Background: an optimization exercise with open tools, aiming at small area, a short achievable clock period and few clock cycles per item. Do not read the settings as production practice.
Function was checked by simulation only, so behaviour that the tests miss may differ from the original.
Power figures rest on the tool's default switching activity, not on a simulated workload.

Design hlsm_dp_param, start of the top module:
module hlsm_dp_param (
  input  logic        Clk,
  input  logic        Rst,
  input  logic        Start,
  input  logic [31:0] a,
  input  logic [31:0] b,
  input  logic [31:0] c,
  output logic        Busy,
  output logic        Done,
  output logic [31:0] z,
  output logic [31:0] x,
  output logic        Ovf
);
  logic        acc;
  assign acc = Start & ~Busy;
  logic [32:0] sd, se;
  logic        bgtc, gt, pair, ovs;
  logic [31:0] csuf;
  logic [16:0] eo, et, en;
  logic [31:0] ar, dr;
  logic [16:0] bo, bt, bn;
  logic        ov1;
  hdp_or3 u_ovs (pair, sd[32], se[32], ovs);
  assign gt = (sd[32] == se[32]) ? bgtc : se[32];
  always_comb begin
    csuf[31] = c[31];
    for (int k = 30; k >= 0; k--) csuf[k] = csuf[k+1] | c[k];
    pair = 1'b0;
    for (int i = 1; i < 32; i++) pair = pair | (a[i] & csuf[32-i]);
  end
  always_comb begin
    for (int r = 0; r < 17; r++) begin
      logic m1, m0, mm;
      m1 = (2*r+1 < 32) ? c[2*r+1] : 1'b0;
      m0 = (2*r < 32) ? c[2*r] : 1'b0;
      mm = (r == 0) ? 1'b0 : c[2*r-1];
      eo[r] = m0 ^ mm;
      et[r] = (m1 & ~m0 & ~mm) | (~m1 & m0 & mm);
      en[r] = m1;
    end
  end
  always_ff @(posedge Clk) begin
    ar <= a;
    bo <= eo;
    bt <= et;
    bn <= en;
  end
  logic [31:0] er;
  logic        gtr;
  always_ff @(posedge Clk) begin
    if (acc) begin
      dr  <= sd[31:0];
      er  <= se[31:0];
      gtr <= gt;
      ov1 <= ovs;
    end
  end
  assign z = gtr ? dr : er;
  logic [32:0] pp [17];
  logic [32:0] ts, tc;
  logic [31:0] s3, c3, xp, xg, xpr, xgr;
  logic        c3r31;
  ...
Size: roughly 2000 cells after synthesis, roughly 170 I/O pins, roughly 24000 um2 of cells after synthesis.
Settings: LEC_CHECK=0, CAP_MARGIN=20, CORE_MARGIN=2, CORE_UTILIZATION=55, CTS_BUF_LIST=sky130_fd_sc_hd__clkbuf_8 sky130_fd_sc_hd__clkbuf_16, CTS_CLUSTER_DIAMETER=80, CTS_CLUSTER_SIZE=40, SLEW_MARGIN=20, SYNTH_HIERARCHICAL=1, SYNTH_MINIMUM_KEEP_SIZE=0; clock period 12.5 ns.
standard.sh (not shown) runs the stock make flow with config.mk's settings and CLKGATE_MAP_FILE= SYNTH_SCRIPT=/design/flow/synth_recipe.tcl, a recipe that flattens the netlist after the stock synthesis.
==> flow/flow/run.sh <==
#!/bin/bash
# Own layout flow: the standard flow (standard.sh) in three parts.
#  1. standard synthesis, unchanged;
#  3. the rest of the standard flow, with a tighter internal repair target for
#     setup (SETUP_SLACK_MARGIN; the SDC is unchanged) and buf_2 port buffers.
# Each tool's output goes to a log file of its own here (and ORFS's per-step
# logs under orfs/logs).
set -euo pipefail
MARGIN=${MARGIN:-7.5}
bash standard.sh synth > make_synth.log 2>&1
openroad -no_init -exit flow/size.tcl > size.log 2>&1
bash standard.sh SETUP_SLACK_MARGIN=$MARGIN \
  "BUFFER_PORTS_ARGS=-buffer_cell sky130_fd_sc_hd__buf_2" finish > make_finish.log 2>&1
==> flow/flow/size.tcl <==
set odb_file orfs/results/sky130hd/hlsm_dp_param/base/1_synth.odb
read_db $odb_file
set db [ord::get_db]
set n 0
set f 0
foreach inst [[ord::get_db_block] getInsts] {
  set m [$inst getMaster]
  set name [$m getName]
  if {![regexp {^(sky130_fd_sc_hd__)(\w+)_([0-9]+)$} $name -> pre base size]} continue
  if {$base eq "dfxtp"} {
    if {[regexp {^(ar|bo|bt|bn|ur0|ur1)\\?\[} [$inst getName]] && $size != 4} {
      $inst swapMaster [$db findMaster ${pre}dfxtp_4]
      incr f
    }
    continue
  }
  if {$size <= 1} continue
  if {[regexp {^(df|edf|sdf|dl|clk|buf|inv|conb|tap|fill|decap)} $base]} continue
  set small [$db findMaster ${pre}${base}_1]
  if {$small eq "NULL" || $small eq ""} continue
  set p1 [lsort [lmap t [$m getMTerms] {$t getName}]]
  set p2 [lsort [lmap t [$small getMTerms] {$t getName}]]
  if {$p1 ne $p2} continue
  $inst swapMaster $small
  incr n
}
puts "downsized $n cells, set $f selector-driving registers to strength 4"
write_db $odb_file
Testbench counts at the start, summed over its fixed seeds: cycles 4,800, items 2,400.
Edit:
--- a/flow/flow/run.sh
+++ b/flow/flow/run.sh
@@ -3,2 +3,5 @@
 #  1. standard synthesis, unchanged;
+#  2. flow/downsize.tcl: every combinational cell that synthesis mapped to a
+#     drive strength above 1 is set to strength 1 (same function and pins); the
+#     resizer later upsizes what timing needs;
 #  3. the rest of the standard flow, with a tighter internal repair target for
@@ -10,3 +13,3 @@
 bash standard.sh synth > make_synth.log 2>&1
-openroad -no_init -exit flow/size.tcl > size.log 2>&1
+openroad -no_init -exit flow/downsize.tcl > downsize.log 2>&1
 bash standard.sh SETUP_SLACK_MARGIN=$MARGIN \
==> flow/flow/downsize.tcl (new file) <==
# Set combinational cells of drive strength > 1 to strength 1 in 1_synth.odb.
set odb_file orfs/results/sky130hd/hlsm_dp_param/base/1_synth.odb
read_db $odb_file
set db [ord::get_db]
set n 0
foreach inst [[ord::get_db_block] getInsts] {
  set m [$inst getMaster]
  set name [$m getName]
  if {[regexp {^(sky130_fd_sc_hd__)(\w+)_([0-9]+)$} $name -> pre base size]} {
    if {$size <= 1} continue
    if {[regexp {^(df|edf|sdf|dl|clk|buf|inv|conb|tap|fill|decap)} $base]} continue
    set small [$db findMaster ${pre}${base}_1]
    if {$small eq "NULL" || $small eq ""} continue
    # same pin names required
    set p1 [lsort [lmap t [$m getMTerms] {$t getName}]]
    set p2 [lsort [lmap t [$small getMTerms] {$t getName}]]
    if {$p1 ne $p2} continue
    $inst swapMaster $small
    incr n
  }
}
puts "downsized $n cells"
write_db $odb_file
Settings changed: CORE_UTILIZATION 55 to 70, CTS_CLUSTER_DIAMETER 80 to 60, CTS_CLUSTER_SIZE 40 to 30.
removed: flow/flow/size.tcl
The new run completed without violations.
Total power came out higher by about 6%.
Synthesized cell count is unchanged.
Setup slack got worse by 0.033 ns.
Cell count came out lower by about 2.5%.
Clock skew came out lower by 0.019 ns.
Worst hold slack improved by 0.0099 ns.
Maximum frequency came out lower by about 0.7%.
Wire length came out lower by about 3.5%.
Clock-buffer cell count came out higher by 10.
Sequential power came out lower by about 3%.
Edit:
Settings changed: CORE_UTILIZATION 70 to 55.
Worst setup slack is worse by 0.019 ns. Cell area barely changes. Wire length is higher by 0.94%. Non-clock buffer count fell by 10. Global-route usage came out lower by 8.0 points. Clock power climbs by about 2%. Clock-buffer cell count shrinks by 3. Final cell count came out higher by 3.4%. Synthesized cell count does not change. Combinational power went down by 8.7%. Register-to-register slack got worse by 0.02 ns.
Edit:
Settings changed: CORE_UTILIZATION 55 to 70, CTS_BUF_LIST sky130_fd_sc_hd__clkbuf_8 sky130_fd_sc_hd__clkbuf_16 to sky130_fd_sc_hd__clkbuf_4 sky130_fd_sc_hd__clkbuf_8, CTS_CLUSTER_DIAMETER 60 to unset, CTS_CLUSTER_SIZE 30 to unset.
Sequential cell count does not change.
Hold slack improves by 0.046 ns.
Via count went up by 3.6%.
Fmax is about the same.
Power rises by 4.3%.
Area after synthesis does not change.
Sequential power stays flat.
Edit:
--- a/flow/flow/run.sh
+++ b/flow/flow/run.sh
@@ -11,3 +11,3 @@
 set -euo pipefail
-MARGIN=${MARGIN:-7.5}
+MARGIN=${MARGIN:-7.25}
 bash standard.sh synth > make_synth.log 2>&1
Settings changed: CORE_UTILIZATION 70 to 55, CTS_BUF_LIST sky130_fd_sc_hd__clkbuf_4 sky130_fd_sc_hd__clkbuf_8 to sky130_fd_sc_hd__clkbuf_8 sky130_fd_sc_hd__clkbuf_16, CTS_CLUSTER_DIAMETER set to 80, CTS_CLUSTER_SIZE set to 40.
Effect: Final area falls by 1.7%; worst setup slack gets worse by 0.13 ns; via count falls by 4.6%; first-iteration DRC count falls by 17%; sequential power stays flat; power falls by 6.7%; wire length rises by 1.1%.

static timing again, ports no longer ideal:
Ports are ideal in the flow. The routed layouts listed here were re-timed in OpenROAD. Step 1, drivers: a clkbuf_16 drives Clk and a buf_2 each remaining input, both assumed. Step 2, shift: input delay + t, output delay - t, t = (earliest + latest rising clock arrival at the registers) / 2. This alone moves slack from input paths to output paths. a / b / c = ideal ports / drivers / drivers and shift; a / b = the first two.
run	shift t [ns]	setup WS [ns]	worst data-port slew with drivers (ns)	cell pins on the clock port's net
the first run	0.607	7.571 / 7.514 / 7.186	0.07	1
the second run	0.595	7.538 / 7.482 / 7.152	0.09	1
the third run	0.619	7.518 / 7.461 / 7.105	0.08	1
the fourth run	0.621	7.511 / 7.462 / 7.171	0.09	1
the fifth run	0.599	7.377 / 7.323 / 7.000	0.07	1
After both steps setup and hold are still met in every run listed. For the third run, which loses most, drivers alone change the setup slack by -0.057 ns; drivers and shift together by -0.413 ns.
